Context: an optimization exercise on an open-source flow, tuned for small area and a short achievable clock period. The choices shown serve that exercise and are no tape-out recipe. In this exercise RTL edits were held to simulation tests only and were not proved equivalent to the original.

Setup of rev 12:
// dds_fir_gen
module dds_fir_gen (
   input  logic        aclk_0,
   input  logic        aresetn_0,
   input  logic [31:0] pinc_0,
   output logic [31:0] m_axis_data_tdata_0,
   output logic        M_AXIS_DATA_0_tvalid
);
For scale: roughly 23000 sq um of cells after synthesis.
==> flow/config.mk <==
export PLATFORM = sky130hd
export DESIGN_NAME = dds_fir_gen
export DESIGN_NICKNAME = dds_fir_gen
export VERILOG_FILES = /design/flow/design.v
export SDC_FILE = /design/flow/constraint.sdc
export NUM_CORES = 4
export LEC_CHECK = 0
export CAP_MARGIN = 20
export CORE_MARGIN = 2
export CORE_UTILIZATION = 55
export CTS_BUF_LIST = sky130_fd_sc_hd__clkbuf_16
export CTS_CLUSTER_DIAMETER = 70
export CTS_CLUSTER_SIZE = 25
export SETUP_SLACK_MARGIN = 4.9
export SLEW_MARGIN = 20
export SYNTH_HIERARCHICAL = 1
==> flow/constraint.sdc <==
create_clock -name core_clock -period 8.0 [get_ports {aclk_0}]
set_input_delay 1.6000 -clock core_clock [delete_from_list [all_inputs] [get_ports {aclk_0}]]
set_output_delay 1.6000 -clock core_clock [all_outputs]
set_load 0.01 [all_outputs]
run.sh (not shown) runs the stock make flow with config.mk's settings and CLKGATE_MAP_FILE= SYNTH_SCRIPT=/design/flow/synth_recipe.tcl, a recipe that flattens the netlist after the stock synthesis.
The following lists how rev 13 was set up differently from rev 12:
==> flow/flow/run.sh (new file) <==
#!/bin/bash
set -o pipefail
export CTS_ARGS="-sink_clustering_enable -repair_clock_nets -sink_clustering_size 25 -sink_clustering_max_diameter 70 -buf_list sky130_fd_sc_hd__clkbuf_16 -dont_use_dummy_load"
cp standard.sh standard_sh_copy.txt 2>/dev/null
bash standard.sh > standard.log 2>&1
==> flow/standard.sh (new file) <==
#!/bin/bash
# synth_recipe.tcl (not shown) runs the flow's synth.tcl, then flattens the netlist and writes it again
# the make line also repeats each setting of config.mk as NAME=value (left out here)
make -C /OpenROAD-flow-scripts/flow DESIGN_CONFIG=/design/flow/config.mk WORK_HOME=/design/flow/orfs CLKGATE_MAP_FILE= SYNTH_SCRIPT=/design/flow/synth_recipe.tcl "${@:-finish}"
removed: flow/run.sh
Notes after the runs:
- Final instance area, rev 13 vs rev 12: down slightly
- Diff rev 12..rev 13 | met1 track demand over resource | negligible
- Between rev 13 and rev 12, the number of standard cells in the final layout excluding fillers is lower for rev 13.
- Between rev 13 and rev 12, the difference in total routed wirelength is negligible.
- Per the comparison of rev 13 with rev 12, clock input transition at the sequential cells of the worst setup and hold paths neither gained nor lost much, worst setup slack went down.
- ~same total vias in the final route in rev 13 and rev 12

---

## run 1
dds_fir_gen again, from the RTL that the note above started with.
export LEC_CHECK = 0
export CAP_MARGIN = 20
export CORE_MARGIN = 2
export CORE_UTILIZATION = 65
export CTS_BUF_LIST = sky130_fd_sc_hd__clkbuf_8 sky130_fd_sc_hd__clkbuf_16
export CTS_CLUSTER_DIAMETER = 50
export CTS_CLUSTER_SIZE = 20
export SETUP_SLACK_MARGIN = 4.9
export SLEW_MARGIN = 20
export SYNTH_HIERARCHICAL = 1
create_clock -name core_clock -period 8.0 [get_ports {aclk_0}]
Stock flow here: none of the scripts above is used.
The following lists how run 2 was set up differently from run 1:
- SETUP_SLACK_MARGIN: 4.9 -> 5.0
- CORE_UTILIZATION: 65 -> 55
- CTS_CLUSTER_SIZE: 20 -> 25
- CTS_BUF_LIST: sky130_fd_sc_hd__clkbuf_8 sky130_fd_sc_hd__clkbuf_16 -> sky130_fd_sc_hd__clkbuf_16
- CTS_CLUSTER_DIAMETER: 50 -> 70
==> flow/flow/run.sh (new file) <==
#!/bin/bash
set -o pipefail
export BUFFER_PORTS_ARGS="-buffer_cell sky130_fd_sc_hd__buf_2"
bash standard.sh > standard.log 2>&1
==> flow/standard.sh (new file) <==
#!/bin/bash
# synth_recipe.tcl (not shown) runs the flow's synth.tcl, then flattens the netlist and writes it again
# the make line also repeats each setting of config.mk as NAME=value (left out here)
make -C /OpenROAD-flow-scripts/flow DESIGN_CONFIG=/design/flow/config.mk WORK_HOME=/design/flow/orfs CLKGATE_MAP_FILE= SYNTH_SCRIPT=/design/flow/synth_recipe.tcl "${@:-finish}"
removed: flow/run.sh
--- outcome ---
Taking run 1 as the reference point, the met1 routing resource usage after global routing of run 2 falls by 7.3 points.
Run 2 vs. run 1: area after detailed placement fell 170 sq um, number of inserted diodes closely matched the old numbers.
In run 2 the proportion of cell area spent on the clock network turned out 0.89 points lower than in run 1.
Summary of run 2 over run 1: logic depth of the worst path, buffers included picked up an extra 1; smallest setup slack after layout has increased; summed area of non-filler cells in the final layout shrank by about 2%; quantity of gates resized following cts has decreased.
Per the final summary, run 2 finished and its layout is clean on timing, DRC and antenna.
Cell row count grows by a little under 10% when moving from run 1 to run 2.
For run 3, these inputs were changed with respect to run 2:
- SETUP_SLACK_MARGIN changed from 5.0 to 4.9
- PLACE_DENSITY newly set to 0.72
==> flow/run.sh (new file) <==
#!/bin/bash
# synth_recipe.tcl (not shown) runs the flow's synth.tcl, then flattens the netlist and writes it again
# the make line also repeats each setting of config.mk as NAME=value (left out here)
make -C /OpenROAD-flow-scripts/flow DESIGN_CONFIG=/design/flow/config.mk WORK_HOME=/design/flow/orfs CLKGATE_MAP_FILE= SYNTH_SCRIPT=/design/flow/synth_recipe.tcl finish
removed: flow/flow/run.sh
removed: flow/standard.sh
[summary]
Delta (run 3 minus run 2): post-layout worst setup margin went down 0.096 ns; global-route usage went up 0.90 points; met2 wire length went up 1100 microns. Run 3 went all the way through the flow, and no timing, DRC or antenna check failed. Run 2 | stages: all done | timing, DRC, antenna: all pass. Of the two values seen for critical path launch point, vl_q[0][10]$_DFF_P_ was produced by run 3 and sd_q[2][2]$_DFF_P_ by run 2. Total clock buffers created by CTS | run 3 below run 2.
Changes in run 4 relative to run 3:
- PLACE_DENSITY no longer set, was 0.72
- CTS_CLUSTER_DIAMETER no longer set, was 70
- CTS_CLUSTER_SIZE now 30, was 25
- CTS_BUF_LIST now sky130_fd_sc_hd__clkbuf_4 sky130_fd_sc_hd__clkbuf_8, was sky130_fd_sc_hd__clkbuf_16
--- outcome ---
Compared to run 3, run 4 has largest fanout on the critical path 3 lower.
The count of placed standard cells including taps was comparable across run 4 and run 3.
On run 4: design area is about 1.8% higher than what run 3 gave.
Between run 3 and run 4, the flow reports non-clock buffer count decreasing by a few percent.
Run 4 ends up with a routed wire length that is about 4% lower than in run 3.
Global-route wire length before repair, run 4 and run 3: larger value in run 3
The core of run 4 is more densely filled than that of run 3.
In run 4, the worst hold slack came out 0.021 ns below the value in run 3.
Run 4: deepest level of the CTS H-tree higher than run 3
Between run 4 and run 3, the difference in arrival time of data at the critical path endpoint is negligible.

==> static timing again, ports no longer ideal <==
How much do the figures lean on ideal ports? The routed layouts below were timed once more, with nothing changed but the port constraints. Step 1: set_driving_cell puts a clkbuf_16 on aclk_0 and a buf_2 on each other input, an assumption about the parent block. Step 2 moves the port delays by t, midway between the first and last clock arrival at a register: inputs arrive t later, outputs are due t later. That takes back most of the time a late clock gives input paths. Three values: ideal, step 1, step 2; two values: the first two.
run | t (ns) | setup WS [ns] | hold WS [ns] | slew at the worst register clock pin (ns)
rev 12 | 0.647 | 4.944 / 4.891 / 4.344 | 0.328 / 0.328 / 0.328 | 0.10 / 0.10
rev 13 | 0.613 | 4.903 / 4.882 / 4.389 | 0.284 / 0.284 / 0.284 | 0.10 / 0.10
run 1 | 0.635 | 4.831 / 4.831 / 4.388 | 0.325 / 0.325 / 0.325 | 0.09 / 0.09
run 2 | 0.662 | 5.014 / 5.014 / 4.572 | 0.331 / 0.331 / 0.331 | 0.10 / 0.10
run 3 | 0.657 | 4.917 / 4.874 / 4.373 | 0.329 / 0.329 / 0.329 | 0.10 / 0.10
run 4 | 0.701 | 4.981 / 4.960 / 4.299 | 0.309 / 0.309 / 0.309 | 0.07 / 0.07
After both steps every run listed still meets setup and hold. For run 4, which loses most, drivers alone change the setup slack by -0.021 ns; drivers and shift together by -0.682 ns.
